What follows belongs to an exercise in optimizing a design on an open flow for small area, a short achievable clock period and few clock cycles per item; a production flow would make more cautious choices.
Only simulation tests tie the RTL to the original design; equivalence was not proved.
Power figures rest on the tool's default switching activity, not on a simulated workload.

Setup of amber:
// rectangle_grid_test_pattern
module rectangle_grid_test_pattern (
  input  logic        clk,
  input  logic        rst,
  input  logic        push,
  output logic        full,
  input  logic        restart,
  output logic        empty,
  input  logic        pop,
  output logic [10:0] pixel_x,
  output logic [10:0] pixel_y,
  output logic [23:0] pixel_color,
  output logic        write_enable,
  output logic        frame_end,
  input  logic        cfg_write,
  input  logic [2:0]  cfg_index,
  input  logic [23:0] cfg_data
);
clock: 8.5 ns
lec_check: 0
abc_clock_period_in_ps: 2500
cap_margin: 20
core_margin: 2
core_utilization: 60
cts_buf_list: sky130_fd_sc_hd__clkbuf_8
cts_cluster_diameter: 50
cts_cluster_size: 20
setup_slack_margin: 5
slew_margin: 20
standard.sh (not shown) runs the stock make flow with config.mk's settings and CLKGATE_MAP_FILE= SYNTH_SCRIPT=/design/flow/synth_recipe.tcl, a recipe that flattens the netlist after the stock synthesis.
==> flow/flow/run.sh <==
#!/bin/bash
# The standard synthesis, then the standard layout steps with the slow delay
# buffers (clkdlybuf4s*) left out, so port buffering picks an ordinary buffer.
set -e
bash standard.sh synth > synth.log 2>&1
PDU="sky130_fd_sc_hd__probe_p_8 sky130_fd_sc_hd__probec_p_8 sky130_fd_sc_hd__lpflow_bleeder_1 sky130_fd_sc_hd__lpflow_clkbufkapwr_1 sky130_fd_sc_hd__lpflow_clkbufkapwr_16 sky130_fd_sc_hd__lpflow_clkbufkapwr_2 sky130_fd_sc_hd__lpflow_clkbufkapwr_4 sky130_fd_sc_hd__lpflow_clkbufkapwr_8 sky130_fd_sc_hd__lpflow_clkinvkapwr_1 sky130_fd_sc_hd__lpflow_clkinvkapwr_16 sky130_fd_sc_hd__lpflow_clkinvkapwr_2 sky130_fd_sc_hd__lpflow_clkinvkapwr_4 sky130_fd_sc_hd__lpflow_clkinvkapwr_8 sky130_fd_sc_hd__lpflow_decapkapwr_12 sky130_fd_sc_hd__lpflow_decapkapwr_3 sky130_fd_sc_hd__lpflow_decapkapwr_4 sky130_fd_sc_hd__lpflow_decapkapwr_6 sky130_fd_sc_hd__lpflow_decapkapwr_8 sky130_fd_sc_hd__lpflow_inputiso0n_1 sky130_fd_sc_hd__lpflow_inputiso0p_1 sky130_fd_sc_hd__lpflow_inputiso1n_1 sky130_fd_sc_hd__lpflow_inputiso1p_1 sky130_fd_sc_hd__lpflow_inputisolatch_1 sky130_fd_sc_hd__lpflow_isobufsrc_1 sky130_fd_sc_hd__lpflow_isobufsrc_16 sky130_fd_sc_hd__lpflow_isobufsrc_2 sky130_fd_sc_hd__lpflow_isobufsrc_4 sky130_fd_sc_hd__lpflow_isobufsrc_8 sky130_fd_sc_hd__lpflow_isobufsrckapwr_16 sky130_fd_sc_hd__lpflow_lsbuf_lh_hl_isowell_tap_1 sky130_fd_sc_hd__lpflow_lsbuf_lh_hl_isowell_tap_2 sky130_fd_sc_hd__lpflow_lsbuf_lh_hl_isowell_tap_4 sky130_fd_sc_hd__lpflow_lsbuf_lh_isowell_4 sky130_fd_sc_hd__lpflow_lsbuf_lh_isowell_tap_1 sky130_fd_sc_hd__lpflow_lsbuf_lh_isowell_tap_2 sky130_fd_sc_hd__lpflow_lsbuf_lh_isowell_tap_4"
SLOW="sky130_fd_sc_hd__clkdlybuf4s15_1 sky130_fd_sc_hd__clkdlybuf4s15_2 sky130_fd_sc_hd__clkdlybuf4s18_1 sky130_fd_sc_hd__clkdlybuf4s18_2 sky130_fd_sc_hd__clkdlybuf4s25_1 sky130_fd_sc_hd__clkdlybuf4s25_2 sky130_fd_sc_hd__clkdlybuf4s50_1 sky130_fd_sc_hd__clkdlybuf4s50_2"
bash standard.sh "DONT_USE_CELLS=$PDU $SLOW" SETUP_SLACK_MARGIN=5.2 finish > layout.log 2>&1
amber finished end to end and its layout was clean on timing, DRC and antenna.
Testbench counts of amber, summed over its fixed seeds: cycles 19,640, items 19,200.
[inputs] tundra vs amber
diff --git a/flow/flow/run.sh b/flow/flow/run.sh
--- a/flow/flow/run.sh
+++ b/flow/flow/run.sh
@@ -6,3 +6,3 @@
 PDU="sky130_fd_sc_hd__probe_p_8 sky130_fd_sc_hd__probec_p_8 sky130_fd_sc_hd__lpflow_bleeder_1 sky130_fd_sc_hd__lpflow_clkbufkapwr_1 sky130_fd_sc_hd__lpflow_clkbufkapwr_16 sky130_fd_sc_hd__lpflow_clkbufkapwr_2 sky130_fd_sc_hd__lpflow_clkbufkapwr_4 sky130_fd_sc_hd__lpflow_clkbufkapwr_8 sky130_fd_sc_hd__lpflow_clkinvkapwr_1 sky130_fd_sc_hd__lpflow_clkinvkapwr_16 sky130_fd_sc_hd__lpflow_clkinvkapwr_2 sky130_fd_sc_hd__lpflow_clkinvkapwr_4 sky130_fd_sc_hd__lpflow_clkinvkapwr_8 sky130_fd_sc_hd__lpflow_decapkapwr_12 sky130_fd_sc_hd__lpflow_decapkapwr_3 sky130_fd_sc_hd__lpflow_decapkapwr_4 sky130_fd_sc_hd__lpflow_decapkapwr_6 sky130_fd_sc_hd__lpflow_decapkapwr_8 sky130_fd_sc_hd__lpflow_inputiso0n_1 sky130_fd_sc_hd__lpflow_inputiso0p_1 sky130_fd_sc_hd__lpflow_inputiso1n_1 sky130_fd_sc_hd__lpflow_inputiso1p_1 sky130_fd_sc_hd__lpflow_inputisolatch_1 sky130_fd_sc_hd__lpflow_isobufsrc_1 sky130_fd_sc_hd__lpflow_isobufsrc_16 sky130_fd_sc_hd__lpflow_isobufsrc_2 sky130_fd_sc_hd__lpflow_isobufsrc_4 sky130_fd_sc_hd__lpflow_isobufsrc_8 sky130_fd_sc_hd__lpflow_isobufsrckapwr_16 sky130_fd_sc_hd__lpflow_lsbuf_lh_hl_isowell_tap_1 sky130_fd_sc_hd__lpflow_lsbuf_lh_hl_isowell_tap_2 sky130_fd_sc_hd__lpflow_lsbuf_lh_hl_isowell_tap_4 sky130_fd_sc_hd__lpflow_lsbuf_lh_isowell_4 sky130_fd_sc_hd__lpflow_lsbuf_lh_isowell_tap_1 sky130_fd_sc_hd__lpflow_lsbuf_lh_isowell_tap_2 sky130_fd_sc_hd__lpflow_lsbuf_lh_isowell_tap_4"
 SLOW="sky130_fd_sc_hd__clkdlybuf4s15_1 sky130_fd_sc_hd__clkdlybuf4s15_2 sky130_fd_sc_hd__clkdlybuf4s18_1 sky130_fd_sc_hd__clkdlybuf4s18_2 sky130_fd_sc_hd__clkdlybuf4s25_1 sky130_fd_sc_hd__clkdlybuf4s25_2 sky130_fd_sc_hd__clkdlybuf4s50_1 sky130_fd_sc_hd__clkdlybuf4s50_2"
-bash standard.sh "DONT_USE_CELLS=$PDU $SLOW" SETUP_SLACK_MARGIN=5.2 finish > layout.log 2>&1
+bash standard.sh "DONT_USE_CELLS=$PDU $SLOW" SETUP_SLACK_MARGIN=5.4 finish > layout.log 2>&1
diff --git a/flow/config.mk b/flow/config.mk
--- a/flow/config.mk
+++ b/flow/config.mk
@@ -9,5 +9,5 @@
 export CAP_MARGIN = 20
 export CORE_MARGIN = 2
-export CORE_UTILIZATION = 60
+export CORE_UTILIZATION = 70
 export CTS_BUF_LIST = sky130_fd_sc_hd__clkbuf_8
 export CTS_CLUSTER_DIAMETER = 50
==> results.txt <==
- Diff amber -> tundra: post-detailed-routing wire length went up 340 um, power down 5.5%, number of core rows saw a decrease, final critical-path required period saw a decrease.
- Lower clock skew goes to tundra over amber.
- Diff amber -> tundra: worst hold slack picked up an extra 14 ps; buffer count excluding the clock tree in the final layout up 25%.
Input changes introduced in yarrow (baseline for comparison: tundra):
diff --git a/flow/config.mk b/flow/config.mk
--- a/flow/config.mk
+++ b/flow/config.mk
@@ -9,8 +9,8 @@
 export CAP_MARGIN = 20
 export CORE_MARGIN = 2
-export CORE_UTILIZATION = 70
+export CORE_UTILIZATION = 60
 export CTS_BUF_LIST = sky130_fd_sc_hd__clkbuf_8
-export CTS_CLUSTER_DIAMETER = 50
-export CTS_CLUSTER_SIZE = 20
+export CTS_CLUSTER_DIAMETER = 60
+export CTS_CLUSTER_SIZE = 30
 export SETUP_SLACK_MARGIN = 5
 export SLEW_MARGIN = 20
==> results.txt <==
NOTE: total power divided by cell area in yarrow falls short of that of tundra
Actual slew at the worst max-slew pin: yarrow > tundra
Going from tundra to yarrow, count of clock-net buffers in the final layout decreased by 4 relative to the old numbers; data arrival time of the critical path increased by 50 ps relative to the old numbers; via count of the routed design decreased by about 3% relative to the old numbers.
Edits applied to the flow inputs when going from yarrow to maple:
diff --git a/flow/flow/run.sh b/flow/flow/run.sh
--- a/flow/flow/run.sh
+++ b/flow/flow/run.sh
@@ -6,3 +6,3 @@
 PDU="sky130_fd_sc_hd__probe_p_8 sky130_fd_sc_hd__probec_p_8 sky130_fd_sc_hd__lpflow_bleeder_1 sky130_fd_sc_hd__lpflow_clkbufkapwr_1 sky130_fd_sc_hd__lpflow_clkbufkapwr_16 sky130_fd_sc_hd__lpflow_clkbufkapwr_2 sky130_fd_sc_hd__lpflow_clkbufkapwr_4 sky130_fd_sc_hd__lpflow_clkbufkapwr_8 sky130_fd_sc_hd__lpflow_clkinvkapwr_1 sky130_fd_sc_hd__lpflow_clkinvkapwr_16 sky130_fd_sc_hd__lpflow_clkinvkapwr_2 sky130_fd_sc_hd__lpflow_clkinvkapwr_4 sky130_fd_sc_hd__lpflow_clkinvkapwr_8 sky130_fd_sc_hd__lpflow_decapkapwr_12 sky130_fd_sc_hd__lpflow_decapkapwr_3 sky130_fd_sc_hd__lpflow_decapkapwr_4 sky130_fd_sc_hd__lpflow_decapkapwr_6 sky130_fd_sc_hd__lpflow_decapkapwr_8 sky130_fd_sc_hd__lpflow_inputiso0n_1 sky130_fd_sc_hd__lpflow_inputiso0p_1 sky130_fd_sc_hd__lpflow_inputiso1n_1 sky130_fd_sc_hd__lpflow_inputiso1p_1 sky130_fd_sc_hd__lpflow_inputisolatch_1 sky130_fd_sc_hd__lpflow_isobufsrc_1 sky130_fd_sc_hd__lpflow_isobufsrc_16 sky130_fd_sc_hd__lpflow_isobufsrc_2 sky130_fd_sc_hd__lpflow_isobufsrc_4 sky130_fd_sc_hd__lpflow_isobufsrc_8 sky130_fd_sc_hd__lpflow_isobufsrckapwr_16 sky130_fd_sc_hd__lpflow_lsbuf_lh_hl_isowell_tap_1 sky130_fd_sc_hd__lpflow_lsbuf_lh_hl_isowell_tap_2 sky130_fd_sc_hd__lpflow_lsbuf_lh_hl_isowell_tap_4 sky130_fd_sc_hd__lpflow_lsbuf_lh_isowell_4 sky130_fd_sc_hd__lpflow_lsbuf_lh_isowell_tap_1 sky130_fd_sc_hd__lpflow_lsbuf_lh_isowell_tap_2 sky130_fd_sc_hd__lpflow_lsbuf_lh_isowell_tap_4"
 SLOW="sky130_fd_sc_hd__clkdlybuf4s15_1 sky130_fd_sc_hd__clkdlybuf4s15_2 sky130_fd_sc_hd__clkdlybuf4s18_1 sky130_fd_sc_hd__clkdlybuf4s18_2 sky130_fd_sc_hd__clkdlybuf4s25_1 sky130_fd_sc_hd__clkdlybuf4s25_2 sky130_fd_sc_hd__clkdlybuf4s50_1 sky130_fd_sc_hd__clkdlybuf4s50_2"
-bash standard.sh "DONT_USE_CELLS=$PDU $SLOW" SETUP_SLACK_MARGIN=5.4 finish > layout.log 2>&1
+bash standard.sh "DONT_USE_CELLS=$PDU $SLOW" SETUP_SLACK_MARGIN=5.3 finish > layout.log 2>&1
diff --git a/flow/config.mk b/flow/config.mk
--- a/flow/config.mk
+++ b/flow/config.mk
@@ -11,6 +11,6 @@
 export CORE_UTILIZATION = 60
 export CTS_BUF_LIST = sky130_fd_sc_hd__clkbuf_8
-export CTS_CLUSTER_DIAMETER = 60
-export CTS_CLUSTER_SIZE = 30
+export CTS_CLUSTER_DIAMETER = 50
+export CTS_CLUSTER_SIZE = 20
 export SETUP_SLACK_MARGIN = 5
 export SLEW_MARGIN = 20
Area of placed instances: yarrow vs maple, no meaningful difference
Looking at top metal layer carrying routed signals, the met5 result is from maple; the met4 one comes from yarrow.
In the tables for maple and yarrow, fraction of area in registers reads higher with yarrow.
Delta (maple minus yarrow): ratio of final minimum period to clock period rose by 1.1 points; clock network power share moved up; routed metal-1 wirelength went down; non-clock buffer count went down about 7%; final area went up.
#### Input delta (cedar over maple)
diff --git a/flow/flow/run.sh b/flow/flow/run.sh
--- a/flow/flow/run.sh
+++ b/flow/flow/run.sh
@@ -6,3 +6,3 @@
 PDU="sky130_fd_sc_hd__probe_p_8 sky130_fd_sc_hd__probec_p_8 sky130_fd_sc_hd__lpflow_bleeder_1 sky130_fd_sc_hd__lpflow_clkbufkapwr_1 sky130_fd_sc_hd__lpflow_clkbufkapwr_16 sky130_fd_sc_hd__lpflow_clkbufkapwr_2 sky130_fd_sc_hd__lpflow_clkbufkapwr_4 sky130_fd_sc_hd__lpflow_clkbufkapwr_8 sky130_fd_sc_hd__lpflow_clkinvkapwr_1 sky130_fd_sc_hd__lpflow_clkinvkapwr_16 sky130_fd_sc_hd__lpflow_clkinvkapwr_2 sky130_fd_sc_hd__lpflow_clkinvkapwr_4 sky130_fd_sc_hd__lpflow_clkinvkapwr_8 sky130_fd_sc_hd__lpflow_decapkapwr_12 sky130_fd_sc_hd__lpflow_decapkapwr_3 sky130_fd_sc_hd__lpflow_decapkapwr_4 sky130_fd_sc_hd__lpflow_decapkapwr_6 sky130_fd_sc_hd__lpflow_decapkapwr_8 sky130_fd_sc_hd__lpflow_inputiso0n_1 sky130_fd_sc_hd__lpflow_inputiso0p_1 sky130_fd_sc_hd__lpflow_inputiso1n_1 sky130_fd_sc_hd__lpflow_inputiso1p_1 sky130_fd_sc_hd__lpflow_inputisolatch_1 sky130_fd_sc_hd__lpflow_isobufsrc_1 sky130_fd_sc_hd__lpflow_isobufsrc_16 sky130_fd_sc_hd__lpflow_isobufsrc_2 sky130_fd_sc_hd__lpflow_isobufsrc_4 sky130_fd_sc_hd__lpflow_isobufsrc_8 sky130_fd_sc_hd__lpflow_isobufsrckapwr_16 sky130_fd_sc_hd__lpflow_lsbuf_lh_hl_isowell_tap_1 sky130_fd_sc_hd__lpflow_lsbuf_lh_hl_isowell_tap_2 sky130_fd_sc_hd__lpflow_lsbuf_lh_hl_isowell_tap_4 sky130_fd_sc_hd__lpflow_lsbuf_lh_isowell_4 sky130_fd_sc_hd__lpflow_lsbuf_lh_isowell_tap_1 sky130_fd_sc_hd__lpflow_lsbuf_lh_isowell_tap_2 sky130_fd_sc_hd__lpflow_lsbuf_lh_isowell_tap_4"
 SLOW="sky130_fd_sc_hd__clkdlybuf4s15_1 sky130_fd_sc_hd__clkdlybuf4s15_2 sky130_fd_sc_hd__clkdlybuf4s18_1 sky130_fd_sc_hd__clkdlybuf4s18_2 sky130_fd_sc_hd__clkdlybuf4s25_1 sky130_fd_sc_hd__clkdlybuf4s25_2 sky130_fd_sc_hd__clkdlybuf4s50_1 sky130_fd_sc_hd__clkdlybuf4s50_2"
-bash standard.sh "DONT_USE_CELLS=$PDU $SLOW" SETUP_SLACK_MARGIN=5.3 finish > layout.log 2>&1
+bash standard.sh "DONT_USE_CELLS=$PDU $SLOW" SETUP_SLACK_MARGIN=5.5 finish > layout.log 2>&1
[summary]
cedar against maple: placement-stage cell area went up, final cell count grew by about 3.6%, final max-slew violation count essentially unchanged, power share of the clock group increased 0.3 points, global-route usage +1.7 points. Going from maple to cedar, wire length per cell after detailed routing rose 0.88 um; clock power rose 4.6%; count of inserted antenna diode cells fell 1. Taking maple as the reference, in cedar total power of the final layout saw an increase; static power due to leakage +0.00033 uW.

## port drivers added, routing unchanged
No port has a modelled driver above. Below, the same layouts with a new extraction and two added sets of constraints.
Step 1: set_driving_cell puts a clkbuf_16 on clk and a buf_2 on each other input, an assumption about the parent block.
Step 2 adds t to the input delays and takes it off the output delays; t is the mean of the earliest and latest rising clock arrival at the registers after step 1. Input paths then give back, and output paths get back, about the clock's delay inside the block.
Slacks: no drivers / after step 1 / after step 2; pairs: no drivers / after step 1.
| run | t, ns | setup WS [ns] | worst hold slack (ns) |
|---|---|---|---|
| amber | 0.630 | 5.249 / 5.271 / 4.641 | 0.462 / 0.462 / 0.462 |
| tundra | 0.607 | 5.369 / 5.355 / 4.748 | 0.475 / 0.475 / 0.475 |
| yarrow | 0.615 | 5.431 / 5.425 / 4.839 | 0.468 / 0.468 / 0.468 |
| maple | 0.620 | 5.334 / 5.319 / 4.789 | 0.468 / 0.468 / 0.468 |
| cedar | 0.647 | 5.407 / 5.407 / 4.885 | 0.465 / 0.465 / 0.465 |
After both steps setup and hold are still met in every run listed. For tundra, which loses most, drivers alone change the setup slack by -0.014 ns; drivers and shift together by -0.621 ns.
